What follows belongs to an exercise in optimizing a design on an open flow for a short achievable clock period and few clock cycles per item; a production flow would make more cautious choices. The RTL was checked by simulation tests, not by an equivalence proof against the original design. No activity file was given, so power comes from the tool's default toggle rates.

## flow/design.v (module list and top-level ports; edited modules follow where they fit)
// module instr_decoder: 40 lines
// module instr_queue: 65 lines
// module instruction_issue: 125 lines
// module ks_add: 32 lines
// module div_unit: 140 lines
// module mul_booth: 1734 lines
// module core_issue_top: 53 lines
module core_issue_top (
    input  logic                   clk,
    input  logic                   rst,
    input  logic                   instr_valid,
    input  logic [31:0]            instr_word,
    input  logic                   flush,
    output logic                   stall,
    output logic                   wb_valid,
    output logic [5-1:0] wb_rd,
    output logic [32-1:0]       wb_data
);
  // ...
==> flow/run.sh <==
#!/bin/bash
# synth_recipe.tcl (not shown) runs the flow's synth.tcl, then flattens the netlist and writes it again
# the make line also repeats each setting of config.mk as NAME=value (left out here)
make -C /OpenROAD-flow-scripts/flow DESIGN_CONFIG=/design/flow/config.mk WORK_HOME=/design/flow/orfs CLKGATE_MAP_FILE= SYNTH_SCRIPT=/design/flow/synth_recipe.tcl finish
==> flow/config.mk <==
export PLATFORM = sky130hd
export DESIGN_NAME = core_issue_top
export DESIGN_NICKNAME = core_issue_top
export VERILOG_FILES = /design/flow/design.v
export SDC_FILE = /design/flow/constraint.sdc
export NUM_CORES = 4
export LEC_CHECK = 0
export ABC_CLOCK_PERIOD_IN_PS = 2500
export CAP_MARGIN = 20
export CORE_MARGIN = 2
export CORE_UTILIZATION = 55
export CTS_CLUSTER_DIAMETER = 80
export CTS_CLUSTER_SIZE = 30
export PLACE_DENSITY = 0.68
export SETUP_SLACK_MARGIN = 4.4
export SLEW_MARGIN = 20
==> flow/constraint.sdc <==
create_clock -name core_clock -period 7.0 [get_ports {clk}]
set_input_delay 1.4000 -clock core_clock [delete_from_list [all_inputs] [get_ports {clk}]]
set_output_delay 1.4000 -clock core_clock [all_outputs]
set_load 0.01 [all_outputs]
==> summary.txt, run 1 <==
Run status
  • Outcome: complete, no violations

Routing
  • Total Wirelength: 453000 um
  • DR iter-0 viols: 15100
  • Length of routed wiring on met1: 156000 um
  • Total length of routed met3 wires: 54800 um
  • DRC violations left: 0
  • Remaining antenna violation count after routing: 0

Worst hold path
  • Hold WC Path Type: reg2reg
  • Destination of the worst hold path: u_issue.o_sub
  • WHS Path Cells: 0

Pwr
  • NetSw: 30800 uW
  • Total clock network power: 8160 uW
  • Internal Power: 36800 uW

Yosys
  • Top cells by count, synth: sky130_fd_sc_hd__edfxtp_1, sky130_fd_sc_hd__nand2_1, sky130_fd_sc_hd__mux4_2
  • Synth warn: 8
  • Top cell type's share of synthesized area: 39.5%
  • Most frequent cell after synthesis: sky130_fd_sc_hd__edfxtp_1
  • Main area contributors after synthesis: sky130_fd_sc_hd__edfxtp_1, sky130_fd_sc_hd__mux4_2, sky130_fd_sc_hd__dfxtp_1

Layout
  • Post-route non-filler standard cell count: 13100
  • NumNets Final: 11000
  • Largest register by flop count: u_issue.rf
  • Clock buffer count in the final layout: 121
  • Ant diodes: 12
  • Multi-input logic area: 0.0657 mm2
  • Cell class with the largest area share: multi-input combinational cells
  • Multi-input combinational area share: 45.1%

STA
  • Measured slew at the worst slew-check pin: 1350 ps
  • Maximum clock rate: 273 MHz
  • Setup Total Neg Slack: 0 ps
  • Final count of negative-setup-slack endpoints: 0
  • Worst Hold Slack: 352 ps
  • Headroom to the max-slew limit: 9.69%

Clock tree
  • Count of clock tree sinks: 1993
  • Resized Gates After CTS: 1815
  • H-tree levels: 3

Setup path
  • Ordered list of cells on the worst path: fa_2, inv_2, fa_2, inv_2, ha_4, and3b_2, o21a_1, a21oi_2, a31oi_4, a311oi_4, nor2_1, o21ai_1, a21oi_2, buf_6, a211o_1, a22oi_2, buf_6, and2_1
  • Largest delay share family, worst path: compound AO/OA/AOI/OAI gates
  • Crit path depth: 18
  • CP startpoint kind: flip-flop
  • Length in cells of the worst reg-to-reg path: 18

Global routing
  • Pin count of the biggest net entering global routing: 69

Die
  • Die Height: 465 um

Placed design
  • Detailed Place HPWL: 261000 um
Testbench counts, summed over its fixed seeds: cycles 17,123, instrs 16,000.
==> module instruction_issue, before the edit <==
module instruction_issue (
    input  logic                     clk,
    input  logic                     rst,
    input  logic                     head_valid,
    input  core_pkg::decoded_instr_t h,
    output logic                     iq_pop,
    output logic                     wb_valid,
    output logic [5-1:0]   wb_rd,
    output logic [32-1:0]         wb_data
);
    logic [32-1:0] rf [1:32-1];
    logic                   e1_v, p2_v;
    logic                   e1_mul, p2_mul;
    logic [5-1:0] e1_rd, p2_rd;
    logic [32-1:0]       p2_res;
    logic                   wi_v;
    logic [5-1:0] wi_rd;
    logic [32-1:0]       wi_data;
    logic [32-1:0]       a_q, b_q, ma_q, mb_q;
    logic                   o_add, o_sub, o_and, o_or, o_xor;
    logic [32-1:0]       alu_out, mul_out, p2_fwd;
    logic                   div_pend, div_ready, div_take;
    logic [5-1:0] div_rd;
    logic [32-1:0]       div_res;
    logic s1_e1, s1_p2, s1_wb, s2_e1, s2_p2, s2_wb;
    logic [32-1:0] rf1, rf2, oth1, oth2, val1, opb;
    logic rdy1, rdy2, waw, fire, div_block;
    logic [32-1:0] imm_x;
    assign s1_e1 = e1_v && (e1_rd == h.rs1);
    assign s1_p2 = p2_v && (p2_rd == h.rs1);
    assign s1_wb = wi_v && (wi_rd == h.rs1);
    assign s2_e1 = e1_v && (e1_rd == h.rs2);
    assign s2_p2 = p2_v && (p2_rd == h.rs2);
    assign s2_wb = wi_v && (wi_rd == h.rs2);
    assign rf1 = (h.rs1 == '0) ? '0 : rf[h.rs1];
    assign rf2 = (h.rs2 == '0) ? '0 : rf[h.rs2];
    assign imm_x = {{(32-12){h.imm[11]}}, h.imm};
    assign p2_fwd = p2_mul ? mul_out : p2_res;
    assign oth1 = s1_p2 ? p2_fwd : s1_wb ? wi_data : rf1;
    assign oth2 = h.use_imm ? imm_x : s2_p2 ? p2_fwd : s2_wb ? wi_data : rf2;
    assign val1 = s1_e1 ? alu_out : oth1;
    assign opb  = s2_e1 ? alu_out : oth2;
    assign rdy1 = !(div_pend && (div_rd == h.rs1)) && !(s1_e1 && e1_mul);
    assign rdy2 = !(div_pend && (div_rd == h.rs2)) && !(s2_e1 && e1_mul);
    assign waw  = div_pend && (div_rd == h.rd);
    assign div_block = div_ready && e1_v && p2_v;
    assign fire = head_valid && rdy1 && rdy2 && !waw && !(h.is_div && div_pend) && !div_block;
    assign iq_pop = fire;
    always_ff @(posedge clk) begin
        if (rst) begin
            e1_v <= 1'b0;
            p2_v <= 1'b0;
        end else begin
            e1_v <= fire && !h.is_div;
            p2_v <= e1_v;
        end
    end
    always_ff @(posedge clk) begin
        e1_mul <= h.is_mul;
        e1_rd  <= h.rd;
        o_add  <= h.op_add;
        o_sub  <= h.op_sub;
        o_and  <= h.op_and;
        o_or   <= h.op_or;
        o_xor  <= h.op_xor;
        a_q    <= val1;
        b_q    <= opb;
        ma_q   <= val1 & {32{h.is_mul}};
        mb_q   <= opb & {32{h.is_mul}};
        p2_mul <= e1_mul;
        p2_rd  <= e1_rd;
        p2_res <= alu_out;
    end
    logic [32-1:0] sum, dif;
    logic             sum_c, dif_c;
    ks_add #(.W(32)) u_add (.a(a_q), .b(b_q), .cin(1'b0), .s(sum), .cout(sum_c));
    ks_add #(.W(32)) u_sub (.a(a_q), .b(~b_q), .cin(1'b1), .s(dif), .cout(dif_c));
    assign alu_out = ({32{o_add}} & sum) | ({32{o_sub}} & dif) |
                     ({32{o_and}} & (a_q & b_q)) | ({32{o_or}} & (a_q | b_q)) |
                     ({32{o_xor}} & (a_q ^ b_q));
    mul_booth u_mul (
        .clk (clk),
        .a   (ma_q),
        .b   (mb_q),
        .y   (mul_out)
    );
    div_unit u_div (
        .clk    (clk),
        .rst    (rst),
        .start  (fire && h.is_div),
        .a      (val1),
        .b      (opb),
        .rd     (h.rd),
        .is_rem (h.is_rem),
        .take   (div_take),
        .pend   (div_pend),
        .ready  (div_ready),
        .rd_q   (div_rd),
        .res    (div_res)
    );
    logic                   wn_v;
    logic [5-1:0] wn_rd;
    logic [32-1:0]       wn_data;
    assign div_take = div_ready && !p2_v;
    assign wn_v     = p2_v || div_ready;
    assign wn_rd    = p2_v ? p2_rd : div_rd;
    assign wn_data  = p2_v ? p2_fwd : div_res;
    always_ff @(posedge clk) begin
        if (rst)
            wb_valid <= 1'b0;
        else
            wb_valid <= wn_v;
        wb_rd   <= wn_v ? wn_rd : '0;
        wb_data <= wn_v ? wn_data : '0;
    end
    always_ff @(posedge clk) begin
        wi_v    <= wn_v;
        wi_rd   <= wn_rd;
        wi_data <= wn_data;
    end
    always_ff @(posedge clk) begin
        if (wi_v)
            rf[wi_rd] <= wi_data;
    end
endmodule
==> module div_unit, before the edit <==
module div_unit (
    input  logic                   clk,
    input  logic                   rst,
    input  logic                   start,
    input  logic [32-1:0]       a,
    input  logic [32-1:0]       b,
    input  logic [5-1:0] rd,
    input  logic                   is_rem,
    input  logic                   take,
    output logic                   pend,
    output logic                   ready,
    output logic [5-1:0] rd_q,
    output logic [32-1:0]       res
);
    logic          s_set1, s_set2, s_iter;
    logic [31:0]   ga, gb;      
    logic [31:0]   da, db;      
    logic          drem;
    logic [4:0]    cnt;
    logic [31:0]   r;
    logic [31:0]   qsh;
    logic [31:0]   qacc;
    logic [33:0]   b1, b2, b3;
    logic [16:0]   lt_q;
    logic [15:0]   lt;
    logic          bz;
    logic [33:0]   b3_s;
    logic          b3_c;
    assign bz = (gb == '0);
    for (genvar m = 0; m < 16; m++) begin : g_lt
        logic [31:0] x, nb, s;
        logic        c;
        assign x  = ga >> (2 * m);
        assign nb = ~gb;
        ks_add #(.W(32)) u_cmp (.a(x), .b(nb), .cin(1'b1), .s(s), .cout(c));
        assign lt[m] = !c;
    end
    ks_add #(.W(34)) u_b3 (.a({2'b0, gb}), .b({1'b0, gb, 1'b0}), .cin(1'b0), .s(b3_s), .cout(b3_c));
    logic [16:0]   sel;
    logic [31:0]   r0, q0;
    logic [4:0]    m0;
    always_comb begin
        for (int m = 0; m < 17; m++) begin
            sel[m] = lt_q[m];
            for (int k = 0; k < m; k++)
                if (lt_q[k]) sel[m] = 1'b0;
        end
        r0 = '0;
        q0 = '0;
        m0 = '0;
        for (int m = 1; m < 17; m++) begin
            if (sel[m]) begin
                r0 = r0 | (da >> (2 * m));
                q0 = q0 | (da << (32 - 2 * m));
                m0 = m0 | 5'(m);
            end
        end
    end
    logic [33:0] rp;
    logic [3:1]  ge;
    logic [33:0] d1, d2, d3;
    logic [31:0] rnew;
    logic [1:0]  q;
    assign rp = {r, qsh[31:30]};
    ks_add #(.W(34)) u_s1 (.a(rp), .b(~b1), .cin(1'b1), .s(d1), .cout(ge[1]));
    ks_add #(.W(34)) u_s2 (.a(rp), .b(~b2), .cin(1'b1), .s(d2), .cout(ge[2]));
    ks_add #(.W(34)) u_s3 (.a(rp), .b(~b3), .cin(1'b1), .s(d3), .cout(ge[3]));
    always_comb begin
        if (ge[3])
            rnew = d3[31:0];
        else if (ge[2])
            rnew = d2[31:0];
        else if (ge[1])
            rnew = d1[31:0];
        else
            rnew = rp[31:0];
        q[1] = ge[2];
        q[0] = (ge[1] && !ge[2]) || ge[3];
    end
    assign pend = s_set1 || s_set2 || s_iter || ready;
    assign res  = drem ? r : qacc;
    always_ff @(posedge clk) begin
        if (rst) begin
            s_set1 <= 1'b0;
            s_set2 <= 1'b0;
            s_iter <= 1'b0;
            ready  <= 1'b0;
        end else begin
            if (start)
                s_set1 <= 1'b1;
            if (s_set1) begin
                s_set1 <= 1'b0;
                if (bz || lt[0])
                    ready <= 1'b1;
                else
                    s_set2 <= 1'b1;
            end
            if (s_set2) begin
                s_set2 <= 1'b0;
                s_iter <= 1'b1;
            end
            if (s_iter && cnt == 5'd1) begin
                s_iter <= 1'b0;
                ready  <= 1'b1;
            end
            if (take)
                ready <= 1'b0;
        end
    end
    always_ff @(posedge clk) begin
        ga <= a & {32{start}};
        gb <= b & {32{start}};
        if (start) begin
            drem <= is_rem;
            rd_q <= rd;
        end
        if (s_set1) begin
            da   <= ga;
            db   <= gb;
            lt_q <= {1'b1, lt};
            b1   <= {2'b0, gb};
            b2   <= {1'b0, gb, 1'b0};
            b3   <= b3_s;
            r    <= ga;
            qacc <= bz ? '1 : '0;
        end
        if (s_set2) begin
            r    <= r0;
            qsh  <= q0;
            cnt  <= m0;
            qacc <= '0;
        end
        if (s_iter) begin
            r    <= rnew;
            qsh  <= {qsh[29:0], 2'b0};
            cnt  <= cnt - 1'b1;
            qacc <= {qacc[29:0], q};
        end
    end
endmodule
==> run 2, diff against run 1 <==
--- a/flow/design.v
+++ b/flow/design.v
@@ -149,12 +149,13 @@
     logic [32-1:0]       a_q, b_q, ma_q, mb_q;
     logic                   o_add, o_sub, o_and, o_or, o_xor;
-    logic [32-1:0]       alu_out, mul_out, p2_fwd;
+    logic [32-1:0]       alu_out, mul_out;
     logic                   div_pend, div_ready, div_take;
     logic [5-1:0] div_rd;
     logic [32-1:0]       div_res;
     logic s1_e1, s1_p2, s1_wb, s2_e1, s2_p2, s2_wb;
-    logic [32-1:0] rf1, rf2, oth1, oth2, val1, opb;
+    logic [32-1:0] rf1, rf2, imm_x;
+    logic f1_e1, f1_pm, f1_pa, f1_wb, f1_rf;
+    logic f2_e1, f2_pm, f2_pa, f2_wb, f2_rf, f2_im;
     logic rdy1, rdy2, waw, fire, div_block;
-    logic [32-1:0] imm_x;
     assign s1_e1 = e1_v && (e1_rd == h.rs1);
     assign s1_p2 = p2_v && (p2_rd == h.rs1);
@@ -163,12 +164,41 @@
     assign s2_p2 = p2_v && (p2_rd == h.rs2);
     assign s2_wb = wi_v && (wi_rd == h.rs2);
-    assign rf1 = (h.rs1 == '0) ? '0 : rf[h.rs1];
-    assign rf2 = (h.rs2 == '0) ? '0 : rf[h.rs2];
+    assign rf1   = (h.rs1 == '0) ? '0 : rf[h.rs1];
+    assign rf2   = (h.rs2 == '0) ? '0 : rf[h.rs2];
     assign imm_x = {{(32-12){h.imm[11]}}, h.imm};
-    assign p2_fwd = p2_mul ? mul_out : p2_res;
-    assign oth1 = s1_p2 ? p2_fwd : s1_wb ? wi_data : rf1;
-    assign oth2 = h.use_imm ? imm_x : s2_p2 ? p2_fwd : s2_wb ? wi_data : rf2;
-    assign val1 = s1_e1 ? alu_out : oth1;
-    assign opb  = s2_e1 ? alu_out : oth2;
+    assign f1_e1 = s1_e1;
+    assign f1_pm = !s1_e1 && s1_p2 && p2_mul;
+    assign f1_pa = !s1_e1 && s1_p2 && !p2_mul;
+    assign f1_wb = !s1_e1 && !s1_p2 && s1_wb;
+    assign f1_rf = !s1_e1 && !s1_p2 && !s1_wb;
+    assign f2_e1 = s2_e1;
+    assign f2_pm = !s2_e1 && s2_p2 && p2_mul;
+    assign f2_pa = !s2_e1 && s2_p2 && !p2_mul;
+    assign f2_wb = !s2_e1 && !s2_p2 && s2_wb;
+    assign f2_rf = !s2_e1 && !s2_p2 && !s2_wb && !h.use_imm;
+    assign f2_im = h.use_imm;
+    function automatic logic [32-1:0] pick(
+        input logic g, input logic e1, input logic pm, input logic pa,
+        input logic wb, input logic rfs, input logic im,
+        input logic [32-1:0] v_e1, input logic [32-1:0] v_pm,
+        input logic [32-1:0] v_pa, input logic [32-1:0] v_wb,
+        input logic [32-1:0] v_rf, input logic [32-1:0] v_im);
+        pick = ({32{g && e1}} & v_e1) | ({32{g && pm}} & v_pm) |
+               ({32{g && pa}} & v_pa) | ({32{g && wb}} & v_wb) |
+               ({32{g && rfs}} & v_rf) | ({32{g && im}} & v_im);
+    endfunction
+    logic [32-1:0] val1, opb, m_a, m_b, d_a, d_b;
+    assign val1 = pick(1'b1, f1_e1, f1_pm, f1_pa, f1_wb, f1_rf, 1'b0,
+                       alu_out, mul_out, p2_res, wi_data, rf1, imm_x);
+    assign opb  = pick(1'b1, f2_e1, f2_pm, f2_pa, f2_wb, f2_rf, f2_im,
+                       alu_out, mul_out, p2_res, wi_data, rf2, imm_x);
+    assign m_a  = pick(h.is_mul, f1_e1, f1_pm, f1_pa, f1_wb, f1_rf, 1'b0,
+                       alu_out, mul_out, p2_res, wi_data, rf1, imm_x);
+    assign m_b  = pick(h.is_mul, f2_e1, f2_pm, f2_pa, f2_wb, f2_rf, f2_im,
+                       alu_out, mul_out, p2_res, wi_data, rf2, imm_x);
+    assign d_a  = pick(h.is_div, f1_e1, f1_pm, f1_pa, f1_wb, f1_rf, 1'b0,
+                       alu_out, mul_out, p2_res, wi_data, rf1, imm_x);
+    assign d_b  = pick(h.is_div, f2_e1, f2_pm, f2_pa, f2_wb, f2_rf, f2_im,
+                       alu_out, mul_out, p2_res, wi_data, rf2, imm_x);
     assign rdy1 = !(div_pend && (div_rd == h.rs1)) && !(s1_e1 && e1_mul);
     assign rdy2 = !(div_pend && (div_rd == h.rs2)) && !(s2_e1 && e1_mul);
@@ -196,6 +226,6 @@
         a_q    <= val1;
         b_q    <= opb;
-        ma_q   <= val1 & {32{h.is_mul}};
-        mb_q   <= opb & {32{h.is_mul}};
+        ma_q   <= m_a;
+        mb_q   <= m_b;
         p2_mul <= e1_mul;
         p2_rd  <= e1_rd;
@@ -219,6 +249,6 @@
         .rst    (rst),
         .start  (fire && h.is_div),
-        .a      (val1),
-        .b      (opb),
+        .a      (d_a),
+        .b      (d_b),
         .rd     (h.rd),
         .is_rem (h.is_rem),
@@ -235,5 +265,6 @@
     assign wn_v     = p2_v || div_ready;
     assign wn_rd    = p2_v ? p2_rd : div_rd;
-    assign wn_data  = p2_v ? p2_fwd : div_res;
+    assign wn_data  = ({32{p2_v && p2_mul}} & mul_out) | ({32{p2_v && !p2_mul}} & p2_res) |
+                      ({32{!p2_v}} & div_res);
     always_ff @(posedge clk) begin
         if (rst)
@@ -241,6 +272,7 @@
         else
             wb_valid <= wn_v;
-        wb_rd   <= wn_v ? wn_rd : '0;
-        wb_data <= wn_v ? wn_data : '0;
+        wb_rd   <= ({5{p2_v}} & p2_rd) | ({5{!p2_v && div_ready}} & div_rd);
+        wb_data <= ({32{p2_v && p2_mul}} & mul_out) | ({32{p2_v && !p2_mul}} & p2_res) |
+                   ({32{!p2_v && div_ready}} & div_res);
     end
     always_ff @(posedge clk) begin
@@ -399,6 +431,6 @@
     end
     always_ff @(posedge clk) begin
-        ga <= a & {32{start}};
-        gb <= b & {32{start}};
+        ga <= a;
+        gb <= b;
         if (start) begin
             drem <= is_rem;
--- a/flow/config.mk
+++ b/flow/config.mk
@@ -15,2 +15,3 @@
 export SETUP_SLACK_MARGIN = 4.4
 export SLEW_MARGIN = 20
+export TNS_END_PERCENT = 20
==> run 2 against run 1 <==
Utilization is 3.3 points lower. Hold slack improved by 1.7 ps. Synthesized cell count fell by 2.1%. Non-clock buffer count fell by 266. First-iteration DRC count down 11%. Area after synthesis is 0.49% lower. Clock skew rose by 17 ps. Largest cell class unchanged.
==> summary.txt, run 2 <==
Layout
  • Relative area change from synthesis to final layout: 18.5%
  • Largest register by flop count: u_issue.rf
  • Registers with the highest flip-flop counts: u_issue.rf (992), u_queue.mem (288), u_queue.head (36)
  • Post-route cell area: 0.138 mm2
  • Most frequent standard cell in the layout excluding fill and tap cells: sky130_fd_sc_hd__edfxtp_1
  • NumNets Final: 10500 (-4.2%)
  • Proportion of layout cells with a drive suffix above 1: 29.9%
  • Max reg flops: 992
  • Leading cell types in the layout, fill and taps excluded: sky130_fd_sc_hd__edfxtp_1, sky130_fd_sc_hd__nand2_1, sky130_fd_sc_hd__mux4_2
  • Util after Layout: 65.6%

Global routing
  • Remaining Overflow, GRT: 0
  • Wire length of the first global-routing pass: 586000 um
  • Number of antenna violations at the first check in global routing: 23
  • Number of global-route vias before repair: 84700
  • GRT Total Usage: 37.0%
  • Pin count of the biggest net entering global routing: 165 (+140%)

Setup path
  • R2R setup slack: 3410 ps
  • Start-to-end type of the worst setup path: reg2reg
  • Required time of the critical path: 7590 ps
  • Largest fanout on the critical path: 4
  • Critical path launch point: u_issue.u_div.r[1]
  • Nature of the critical path endpoint: flip-flop
  • Endpoint of the lowest-slack register-to-register path: u_issue.u_div.r[29]
  • Length in cells of the worst reg-to-reg path: 13 (-5)
  • CP startpoint kind: flip-flop
  • Worst path arrival time: 4170 ps
  • FF-to-FF Start: u_issue.u_div.r[1]

Die
  • Row count: 168
  • Core area: 0.210 mm2
  • Chip width: 463 um
  • Initial Util: 55.3%
  • Die Footprint: 0.215 mm2
  • Die Height: 463 um (-0.25%)
  • Boundary pin count: 75

Clock tree
  • Count of hold buffers inserted by post-cts repair: 0
  • Clock tree from TritonCTS: done
  • Reg clk slew, reported paths: 110 ps
  • Latest clock arrival within the worst-skew pair: 890 ps
  • Count of clock tree sinks: 1993 (unchanged)
  • TritonCTS buffer count: 107
  • CTS Root Cell: sky130_fd_sc_hd__clkbuf_16
  • Maximum clock path buffer count: 3
  • H-tree levels: 3 (unchanged)

Yosys
  • Combinational family with the most area after synthesis: multiplexers
  • Post-synthesis sequential area ratio: 47.6%
  • Share of the synthesized netlist area taken by xor and xnor gates: 3.86%
  • Synth Flop Type: sky130_fd_sc_hd__edfxtp_1
  • Proportion of register bits with asynchronous set or reset after synthesis: 0%
  • Compound-cell area share of the yosys netlist: 13.2%
  • Dominant cell type by area after synthesis: sky130_fd_sc_hd__edfxtp_1
  • Count of unique library cells instantiated by Yosys: 105
  • Most frequent cell after synthesis: sky130_fd_sc_hd__edfxtp_1
  • Synth Net Count: 10100
  • Post-synthesis adder-cell area fraction: 9.69%
  • Main area contributors after synthesis: sky130_fd_sc_hd__edfxtp_1, sky130_fd_sc_hd__mux4_2, sky130_fd_sc_hd__dfxtp_1
  • Area of the mapped netlist: 0.116 mm2
  • Number of register bits inferred by synthesis: 1993
  • Top cells by count, synth: sky130_fd_sc_hd__edfxtp_1, sky130_fd_sc_hd__nand2_1, sky130_fd_sc_hd__mux4_2
  • Top cell type's share of synthesized area: 39.7% (+0.20 points)
  • Count of flip-flops with a built-in enable after synthesis: 1534
  • Number of instances in the synthesized netlist: 9329
  • Mean instance size in the synthesized netlist: 12.4 um2
  • Multiplexer share of the synthesized area: 14.9%
  • Synth warn: 8 (unchanged)
  • Post-synthesis simple-gate area fraction: 6.93%

STA
  • Setup Total Neg Slack: 0 ps (unchanged)
  • Period Utilization, post-route: 51.2%
  • Pins over their slew limit: 0
  • Time the final worst path needs with I/O delays and setup: 3590 ps
  • Clock tree skew after final layout: 95.3 ps
  • Headroom to the max-slew limit: 10.6% (+0.87 points)
  • Final count of negative-setup-slack endpoints: 0 (unchanged)
  • RSZ-0062 raised after global routing: true
  • Measured slew at the worst slew-check pin: 1320 ps (-21.8 ps)
  • Worst Hold Slack: 353 ps (+1.73 ps)
  • Maximum clock rate: 279 MHz (+2.2%)
  • Hold Fails Final Rpt: 0

Worst hold path
  • Hold WC Path Type: reg2reg
  • Launch instance of the worst min-delay path: u_queue.head[29]
  • Destination of the worst hold path: u_issue.o_or
  • WHS Path Cells: 0 (unchanged)

Run status
  • Outcome: complete, no violations

Pwr
  • Power density cells: 174 mW/mm2
  • Leak Pwr: 0.0485 uW
  • Part of the power in the clock network: 33.6%
  • Power share of the combinational group: 13.0%
  • Part of the power in registers: 53.4%
  • Maximum resistive drop on vdd: 0.260 mV
  • NetSw: 6500 uW (-79%)
  • Internal Power: 17500 uW (-53%)
  • Switching Share: 27.1%

Routing
  • Total Wirelength: 415000 um (-8.3%)
  • DRC violations left: 0 (unchanged)
  • Via total after detailed routing: 88500
  • Routed length per placed instance: 32.9 um
  • DR vias/cell: 7.03
  • DR iter-0 viols: 13400 (-11%)
  • Number of optimization iterations in the first detailed-route pass: 11
  • Remaining antenna violation count after routing: 0 (unchanged)

Placed design
  • Detailed Place HPWL: 247000 um (-5.4%)
  • Gp weighted congestion: 1.00
  • Port Buf Inserts: 74
  • Post-DP Area: 0.120 mm2

Run
  • Number of max-cap violations: 0
==> run 2: worst max-delay path: stages (launching register included) <==
cell                       delay [ps]
sky130_fd_sc_hd__edfxtp_1         410
sky130_fd_sc_hd__buf_4            180
sky130_fd_sc_hd__ha_1             240
sky130_fd_sc_hd__or3_4            410
sky130_fd_sc_hd__o22ai_4          190
sky130_fd_sc_hd__a21oi_2          100
sky130_fd_sc_hd__o31a_1           380
sky130_fd_sc_hd__a211oi_4         410
sky130_fd_sc_hd__buf_4            180
sky130_fd_sc_hd__nand3b_1          80
sky130_fd_sc_hd__a31oi_1          230
sky130_fd_sc_hd__xnor2_1          140
sky130_fd_sc_hd__o221ai_2         250
sky130_fd_sc_hd__a31oi_1          130
==> run 2: kinds of logic after synthesis <==
logic type               Yosys count
XOR/XNOR                         511
buffers and inverters           1146
AO/OA/AOI/OAI                   2237
AND/OR/NAND/NOR                 1713
adder cells (fa/ha/maj)          774
flip-flops                      1993
multiplexers                     955
==> run 2: how the worst max path moves through the flow <==
stage	end	slack [ps]	depth (start not counted)
6_report	u_issue.u_div.r[29]	3410	13
3_3_place_gp	u_issue.ma_q[15]	2140	11
5_1_grt	u_issue.u_div.r[24]	3360	13
2_1_floorplan	u_queue.bcnt[3]	3040	11
3_5_place_dp	u_issue.u_div.r[20]	2130	12
4_1_cts	wb_data[31]	3470	1
==> run 2: power by group through the flow <==
| stage | logic, uW | registers (uW) | clock network [uW] |
|---|---|---|---|
| 2_1_floorplan | 1540 | 13000 | 0 |
| 3_3_place_gp | 2130 | 13100 | 0 |
| 3_5_place_dp | 2150 | 13100 | 0 |
| 4_1_cts | 2760 | 12800 | 8080 |
| 5_1_grt | 3220 | 12800 | 8470 |
| 6_report | 3110 | 12800 | 8060 |
==> run 2: stage by stage <==
| stage | cells | total power, uW | setup slack (ps) |
|---|---|---|---|
| floorplan | 9329 | 14500 | 3040 |
| global placement | 11700 | 15200 | 2140 |
| detailed placement | 11700 | 15300 | 2130 |
| CTS | 12400 | 23600 | 3470 |
| global route | 12600 | 24500 | 3360 |
| finish | 12600 | 24000 | 3410 |
==> run 2: area by class of cell <==
cell class                 count  area (um2)
timing repair buffer         934       10300
antenna                        9        22.5
multi-input combinational   6202       62200
inverter                     453        1820
sequential                  1993       55600
fill                       15000       72200
clock buffer                 120        2780
tap                         2805        3510
clock inverter                83        1340
==> run 2: timing repair <==
action                      CTS  global route
buffers inserted            361           228
cloned                       52             9
pin swaps                   378           354
setup endpoints to repair  1191          1169
gates resized for setup    1099           611
==> run 2: layer usage <==
metal | wire length, um | part of all wire [%] | vias up | GRT usage [%]
met1 | 146000 | 35 | 44400 | 47.0
li1 | - | - | 36300 | -
met3 | 46900 | 11 | 1554 | 8.15
met2 | 189000 | 45 | 6247 | 57.3
met5 | 70 | 0.017 | - | 0
met4 | 33700 | 8.1 | 10 | 24.3
Testbench counts of run 2, summed over its fixed seeds: cycles 17,123, instrs 16,000.
==> run 3, diff against run 2 <==
--- a/flow/design.v
+++ b/flow/design.v
@@ -155,6 +155,7 @@
     logic s1_e1, s1_p2, s1_wb, s2_e1, s2_p2, s2_wb;
     logic [32-1:0] rf1, rf2, imm_x;
-    logic f1_e1, f1_pm, f1_pa, f1_wb, f1_rf;
-    logic f2_e1, f2_pm, f2_pa, f2_wb, f2_rf, f2_im;
+    logic s1_dv, s2_dv;
+    logic f1_e1, f1_pm, f1_pa, f1_wb, f1_rf, f1_dv;
+    logic f2_e1, f2_pm, f2_pa, f2_wb, f2_rf, f2_dv, f2_im;
     logic rdy1, rdy2, waw, fire, div_block;
     assign s1_e1 = e1_v && (e1_rd == h.rs1);
@@ -167,40 +168,46 @@
     assign rf2   = (h.rs2 == '0) ? '0 : rf[h.rs2];
     assign imm_x = {{(32-12){h.imm[11]}}, h.imm};
+    assign s1_dv = div_ready && (div_rd == h.rs1) && (h.rs1 != '0);
+    assign s2_dv = div_ready && (div_rd == h.rs2) && (h.rs2 != '0);
+    assign f1_dv = s1_dv;
     assign f1_e1 = s1_e1;
     assign f1_pm = !s1_e1 && s1_p2 && p2_mul;
     assign f1_pa = !s1_e1 && s1_p2 && !p2_mul;
-    assign f1_wb = !s1_e1 && !s1_p2 && s1_wb;
-    assign f1_rf = !s1_e1 && !s1_p2 && !s1_wb;
+    assign f1_wb = !s1_e1 && !s1_p2 && s1_wb && !s1_dv;
+    assign f1_rf = !s1_e1 && !s1_p2 && !s1_wb && !s1_dv;
+    assign f2_dv = s2_dv;
     assign f2_e1 = s2_e1;
     assign f2_pm = !s2_e1 && s2_p2 && p2_mul;
     assign f2_pa = !s2_e1 && s2_p2 && !p2_mul;
-    assign f2_wb = !s2_e1 && !s2_p2 && s2_wb;
-    assign f2_rf = !s2_e1 && !s2_p2 && !s2_wb && !h.use_imm;
+    assign f2_wb = !s2_e1 && !s2_p2 && s2_wb && !s2_dv;
+    assign f2_rf = !s2_e1 && !s2_p2 && !s2_wb && !s2_dv && !h.use_imm;
     assign f2_im = h.use_imm;
     function automatic logic [32-1:0] pick(
         input logic g, input logic e1, input logic pm, input logic pa,
-        input logic wb, input logic rfs, input logic im,
+        input logic wb, input logic rfs, input logic dv, input logic im,
         input logic [32-1:0] v_e1, input logic [32-1:0] v_pm,
         input logic [32-1:0] v_pa, input logic [32-1:0] v_wb,
-        input logic [32-1:0] v_rf, input logic [32-1:0] v_im);
+        input logic [32-1:0] v_rf, input logic [32-1:0] v_dv,
+        input logic [32-1:0] v_im);
         pick = ({32{g && e1}} & v_e1) | ({32{g && pm}} & v_pm) |
                ({32{g && pa}} & v_pa) | ({32{g && wb}} & v_wb) |
-               ({32{g && rfs}} & v_rf) | ({32{g && im}} & v_im);
+               ({32{g && rfs}} & v_rf) | ({32{g && dv}} & v_dv) |
+               ({32{g && im}} & v_im);
     endfunction
     logic [32-1:0] val1, opb, m_a, m_b, d_a, d_b;
-    assign val1 = pick(1'b1, f1_e1, f1_pm, f1_pa, f1_wb, f1_rf, 1'b0,
-                       alu_out, mul_out, p2_res, wi_data, rf1, imm_x);
-    assign opb  = pick(1'b1, f2_e1, f2_pm, f2_pa, f2_wb, f2_rf, f2_im,
-                       alu_out, mul_out, p2_res, wi_data, rf2, imm_x);
-    assign m_a  = pick(h.is_mul, f1_e1, f1_pm, f1_pa, f1_wb, f1_rf, 1'b0,
-                       alu_out, mul_out, p2_res, wi_data, rf1, imm_x);
-    assign m_b  = pick(h.is_mul, f2_e1, f2_pm, f2_pa, f2_wb, f2_rf, f2_im,
-                       alu_out, mul_out, p2_res, wi_data, rf2, imm_x);
-    assign d_a  = pick(h.is_div, f1_e1, f1_pm, f1_pa, f1_wb, f1_rf, 1'b0,
-                       alu_out, mul_out, p2_res, wi_data, rf1, imm_x);
-    assign d_b  = pick(h.is_div, f2_e1, f2_pm, f2_pa, f2_wb, f2_rf, f2_im,
-                       alu_out, mul_out, p2_res, wi_data, rf2, imm_x);
-    assign rdy1 = !(div_pend && (div_rd == h.rs1)) && !(s1_e1 && e1_mul);
-    assign rdy2 = !(div_pend && (div_rd == h.rs2)) && !(s2_e1 && e1_mul);
+    assign val1 = pick(1'b1, f1_e1, f1_pm, f1_pa, f1_wb, f1_rf, f1_dv, 1'b0,
+                       alu_out, mul_out, p2_res, wi_data, rf1, div_res, imm_x);
+    assign opb  = pick(1'b1, f2_e1, f2_pm, f2_pa, f2_wb, f2_rf, f2_dv, f2_im,
+                       alu_out, mul_out, p2_res, wi_data, rf2, div_res, imm_x);
+    assign m_a  = pick(h.is_mul, f1_e1, f1_pm, f1_pa, f1_wb, f1_rf, f1_dv, 1'b0,
+                       alu_out, mul_out, p2_res, wi_data, rf1, div_res, imm_x);
+    assign m_b  = pick(h.is_mul, f2_e1, f2_pm, f2_pa, f2_wb, f2_rf, f2_dv, f2_im,
+                       alu_out, mul_out, p2_res, wi_data, rf2, div_res, imm_x);
+    assign d_a  = pick(h.is_div, f1_e1, f1_pm, f1_pa, f1_wb, f1_rf, f1_dv, 1'b0,
+                       alu_out, mul_out, p2_res, wi_data, rf1, div_res, imm_x);
+    assign d_b  = pick(h.is_div, f2_e1, f2_pm, f2_pa, f2_wb, f2_rf, f2_dv, f2_im,
+                       alu_out, mul_out, p2_res, wi_data, rf2, div_res, imm_x);
+    assign rdy1 = !(div_pend && !div_ready && (div_rd == h.rs1)) && !(s1_e1 && e1_mul);
+    assign rdy2 = !(div_pend && !div_ready && (div_rd == h.rs2)) && !(s2_e1 && e1_mul);
     assign waw  = div_pend && (div_rd == h.rd);
     assign div_block = div_ready && e1_v && p2_v;
@@ -346,4 +353,6 @@
     logic [16:0]   lt_q;
     logic [15:0]   lt;
+    logic [31:0]   amb;
+    logic          lt2;
     logic          bz;
     logic [33:0]   b3_s;
@@ -357,5 +366,11 @@
         ks_add #(.W(32)) u_cmp (.a(x), .b(nb), .cin(1'b1), .s(s), .cout(c));
         assign lt[m] = !c;
+        if (m == 0)
+            assign amb = s;
     end
+    logic [32:0] lt2_s;
+    logic        lt2_c;
+    ks_add #(.W(33)) u_lt2 (.a({1'b0, ga}), .b(~{gb, 1'b0}), .cin(1'b1), .s(lt2_s), .cout(lt2_c));
+    assign lt2 = !lt2_c;
     ks_add #(.W(34)) u_b3 (.a({2'b0, gb}), .b({1'b0, gb, 1'b0}), .cin(1'b0), .s(b3_s), .cout(b3_c));
     logic [16:0]   sel;
@@ -413,5 +428,5 @@
             if (s_set1) begin
                 s_set1 <= 1'b0;
-                if (bz || lt[0])
+                if (bz || lt[0] || lt2)
                     ready <= 1'b1;
                 else
@@ -444,6 +459,11 @@
             b2   <= {1'b0, gb, 1'b0};
             b3   <= b3_s;
-            r    <= ga;
-            qacc <= bz ? '1 : '0;
+            if (bz || lt[0]) begin
+                r    <= ga;
+                qacc <= bz ? '1 : '0;
+            end else begin
+                r    <= amb;
+                qacc <= 32'd1;
+            end
         end
         if (s_set2) begin
--- a/flow/config.mk
+++ b/flow/config.mk
@@ -10,6 +10,4 @@
 export CORE_MARGIN = 2
 export CORE_UTILIZATION = 55
-export CTS_CLUSTER_DIAMETER = 80
-export CTS_CLUSTER_SIZE = 30
 export PLACE_DENSITY = 0.68
 export SETUP_SLACK_MARGIN = 4.4
==> run 3 against run 2 <==
First-iteration DRC count rose by 17%. Largest cell class unchanged. Final area is 8.2% higher. Critical path type unchanged. Critical endpoint is now u_issue.u_mul.s1_18_1. Largest power group unchanged. Clock skew barely moved.
==> summary.txt, run 3 <==
Worst hold path
  • Hold WC Path Type: reg2reg
  • Launch instance of the worst min-delay path: u_queue.head[28]

Clock tree
  • H-tree levels: 4 (+1)
  • Count of clock tree sinks: 1993 (unchanged)
  • Latest clock arrival within the worst-skew pair: 940 ps (+50 ps)
  • CTS Root Cell: sky130_fd_sc_hd__clkbuf_16
  • TritonCTS buffer count: 209 (+95%)
  • Maximum clock path buffer count: 3 (unchanged)
  • Reg clk slew, reported paths: 60 ps (-50 ps)
  • Clock tree from TritonCTS: done

Yosys
  • Synth warn: 9 (+1)
  • Synth Flop Type: sky130_fd_sc_hd__edfxtp_1
  • Proportion of register bits with asynchronous set or reset after synthesis: 0% (unchanged)
  • Number of instances in the synthesized netlist: 9718 (+4.2%)
  • Most frequent cell after synthesis: sky130_fd_sc_hd__edfxtp_1
  • Post-synthesis sequential area ratio: 46.6% (-1.0 points)
  • Synth Net Count: 10600 (+4.2%)
  • Area of the mapped netlist: 0.119 mm2 (+2.1%)
  • Top cell type's share of synthesized area: 38.9% (-0.83 points)
  • Main area contributors after synthesis: sky130_fd_sc_hd__edfxtp_1, sky130_fd_sc_hd__mux4_2, sky130_fd_sc_hd__dfxtp_1
  • Mean instance size in the synthesized netlist: 12.2 um2 (-1.9%)
  • Count of flip-flops with a built-in enable after synthesis: 1534 (unchanged)
  • Top cells by count, synth: sky130_fd_sc_hd__edfxtp_1, sky130_fd_sc_hd__nand2_1, sky130_fd_sc_hd__mux4_2
  • Count of unique library cells instantiated by Yosys: 106 (+0.95%)
  • Number of register bits inferred by synthesis: 1993 (unchanged)
  • Dominant cell type by area after synthesis: sky130_fd_sc_hd__edfxtp_1

Routing
  • DRC violations left: 0 (unchanged)
  • DR iter-0 viols: 15700 (+17%)
  • Total Wirelength: 475000 um (+14%)
  • Number of optimization iterations in the first detailed-route pass: 13 (+2)
  • Routed length per placed instance: 35.3 um (+7.1%)
  • Remaining antenna violation count after routing: 0 (unchanged)
  • Via total after detailed routing: 96900 (+9.4%)
  • DR vias/cell: 7.19 (+2.4%)

Layout
  • Filler Cell Count: 14300 (-4.7%)
  • Relative area change from synthesis to final layout: 25.6%
  • Most frequent standard cell in the layout excluding fill and tap cells: sky130_fd_sc_hd__edfxtp_1
  • Largest register by flop count: u_issue.rf
  • Reg area: 0.0556 mm2 (about the same)
  • Max reg flops: 992 (unchanged)
  • Multi-input logic area: 0.0669 mm2 (+7.6%)
  • Registers with the highest flip-flop counts: u_issue.rf (992), u_queue.mem (288), u_queue.head (36)
  • Proportion of layout cells with a drive suffix above 1: 34.5% (+4.6 points)
  • NumNets Final: 11300 (+7.3%)
  • Leading cell types in the layout, fill and taps excluded: sky130_fd_sc_hd__edfxtp_1, sky130_fd_sc_hd__buf_4, sky130_fd_sc_hd__nand2_1

Global routing
  • Pin count of the biggest net entering global routing: 125 (-24%)
  • GRT Total Usage: 41.1% (+4.1 points)
  • Wire length of the first global-routing pass: 651000 um (+11%)
  • Remaining Overflow, GRT: 0 (unchanged)
  • Number of global-route vias before repair: 92400 (+9.2%)
  • Number of antenna violations at the first check in global routing: 38 (+65%)

STA
  • Final count of negative-setup-slack endpoints: 0 (unchanged)
  • Worst setup margin: 3370 ps (-48.5 ps)
  • Pins over their slew limit: 0 (unchanged)
  • RSZ-0062 raised after global routing: true
  • Clock tree skew after final layout: 94.9 ps (-0.378 ps)
  • Measured slew at the worst slew-check pin: 1310 ps (-16.5 ps)
  • Headroom to the max-slew limit: 12.8% (+2.2 points)
  • Hold Fails Final Rpt: 0 (unchanged)
  • Time the final worst path needs with I/O delays and setup: 3630 ps (+48.5 ps)
  • Period Utilization, post-route: 51.9% (+0.69 points)
  • Maximum clock rate: 275 MHz (-1.3%)

Setup path
  • CP startpoint kind: flip-flop
  • Start-to-end type of the worst setup path: reg2reg
  • Required time of the critical path: 7750 ps (+160 ps)
  • Worst path arrival time: 4390 ps (+220 ps)
  • FF-to-FF Start: u_issue.mb_q[5]
  • Largest fanout on the critical path: 7 (+3)
  • Nature of the critical path endpoint: flip-flop
  • Critical path launch point: u_issue.mb_q[5]

Pwr
  • Power, Total: 28000 uW (+17%)
  • Leak Pwr: 0.0529 uW (+9.0%)
  • Maximum resistive drop on vdd: 0.297 mV (+14%)
  • Power density cells: 188 mW/mm2 (+7.9%)

Placed design
  • Detailed Place HPWL: 275000 um (+11%)
  • Gp weighted congestion: 1.03 (+2.6%)
  • Worst-case setup slack after placement: 2080 ps (-51.9 ps)
  • Port Buf Inserts: 74 (unchanged)

Die
  • Core area: 0.214 mm2 (+2.2%)
  • Initial Util: 55.3% (about the same)
  • Row count: 170 (+1.2%)
  • Chip width: 468 um (+1.1%)
  • Die Footprint: 0.219 mm2 (+2.1%)
  • Boundary pin count: 75 (unchanged)
  • Die Height: 468 um (+1.1%)

Run
  • Number of max-cap violations: 0 (unchanged)

Run status
  • Outcome: complete, no violations
## run 3: changes by cell type after synthesis, moves of 24 or more
cell and delta:
sky130_fd_sc_hd__xnor2_1 -29, sky130_fd_sc_hd__nor2b_1 -25, sky130_fd_sc_hd__a21o_1 +24, sky130_fd_sc_hd__nor2_1 +104, sky130_fd_sc_hd__o211ai_1 +26, sky130_fd_sc_hd__ha_1 +32
sky130_fd_sc_hd__a21oi_1 +66, sky130_fd_sc_hd__a221o_1 -47, sky130_fd_sc_hd__a222oi_1 +41, sky130_fd_sc_hd__xor2_1 +28, sky130_fd_sc_hd__clkbuf_1 +34, sky130_fd_sc_hd__a211oi_1 -32
sky130_fd_sc_hd__o21ai_0 +28
## run 3: layout make-up
class | count | area share, %
flip-flops and latches | 1993 | 37.4
well taps | 2838 | 2.38
repair buffers | 1196 | 9.22
inverters | 456 | 1.26
diodes | 31 | 0.0521
clock buffers | 263 | 3.79
clock inverters | 126 | 0.996
multi-input cells | 6564 | 44.9
## run 3: cell families after synthesis
| kind of cell | share of synthesized area (%) |
|---|---|
| AO/OA/AOI/OAI | 14.0 |
| flip-flops | 46.6 |
| AND/OR/NAND/NOR | 7.28 |
| buffers and inverters | 3.83 |
| multiplexers | 14.7 |
| adder cells (fa/ha/maj) | 9.84 |
| XOR/XNOR | 3.77 |
## run 3: worst max-delay path: stages (launching register included)
cell and delay [ps]:
sky130_fd_sc_hd__dfxtp_4 380, sky130_fd_sc_hd__buf_6 130, sky130_fd_sc_hd__ha_4 420, sky130_fd_sc_hd__buf_12 210, sky130_fd_sc_hd__a22oi_2 100, sky130_fd_sc_hd__xor2_1 200, sky130_fd_sc_hd__fa_2 580, sky130_fd_sc_hd__inv_1 70
sky130_fd_sc_hd__fa_2 360, sky130_fd_sc_hd__inv_2 70, sky130_fd_sc_hd__fa_2 440, sky130_fd_sc_hd__inv_2 70, sky130_fd_sc_hd__fa_2 450
## run 3: what timing repair did
action	4_1_cts	5_1_grt
pin swaps	385	454
hold buffers	0	0
resized for setup	1418	944
setup endpoints to repair	1432	1607
gates cloned	68	41
buffers inserted	482	292
## run 3: worst paths after layout
kind         slack [ps]                    end  cells past startpoint
min reg2reg         340          u_issue.o_xor                      0
max reg2reg        3370  u_issue.u_mul.s1_18_1                     12
min                 340          u_issue.o_xor                      0
max                3370  u_issue.u_mul.s1_18_1                     12
## run 3: per-stage QoR
| step | instance area [um2] | utilization [%] | hold slack [ps] | setup TNS, ps | cells |
|---|---|---|---|---|---|
| after floorplan | 119000 | - | 323 | -15010 | 9718 |
| after global placement | 123000 | 57.2 | 324 | 0 | 12200 |
| after detailed placement | 123000 | 57.2 | 328 | 0 | 12200 |
| after CTS | 141000 | 66.0 | 346 | 0 | 13100 |
| after global routing | 149000 | 69.4 | 352 | 0 | 13400 |
| final | 149000 | 69.4 | 344 | 0 | 13500 |
## run 3: layer usage
metal,global-route usage [%],routed length [um]
met5,0.461,541
met4,29.3,43400
met3,10.6,61100
met2,61.6,207000
met1,52.0,163000
## run 3: where the power goes
part | switching [uW] | internal (uW)
Sequential | 182 | 12700
Combinational | 1930 | 1520
Clock | 5130 | 6550
Testbench counts of run 3, summed over its fixed seeds: cycles 16,737, instrs 16,000.

-- what the ideal ports hide --
How much do the figures lean on ideal ports? The routed layouts below were timed once more, with nothing changed but the port constraints. Step 1, drivers: a clkbuf_16 drives clk and a buf_2 each remaining input, both assumed. Step 2 moves the port delays by t, midway between the first and last clock arrival at a register: inputs arrive t later, outputs are due t later. That takes back most of the time a late clock gives input paths. Three values: no drivers, after step 1, after step 2; two values: the first two.
run | shift t [ns] | setup WS [ns] | worst setup path after step 2 | worst register clock-pin slew, ns
run 1 | 0.919 | 3.333 / 3.333 / 3.095 | input to register | 0.12 / 0.12
run 2 | 0.924 | 3.414 / 3.414 / 3.174 | input to register | 0.12 / 0.12
run 3 | 0.998 | 3.365 / 3.365 / 3.015 | input to register | 0.07 / 0.07
After both steps setup and hold are still met in every run listed. The setup slack of run 3, which loses most, moves by 0.000 ns with the drivers and by -0.350 ns with both steps.
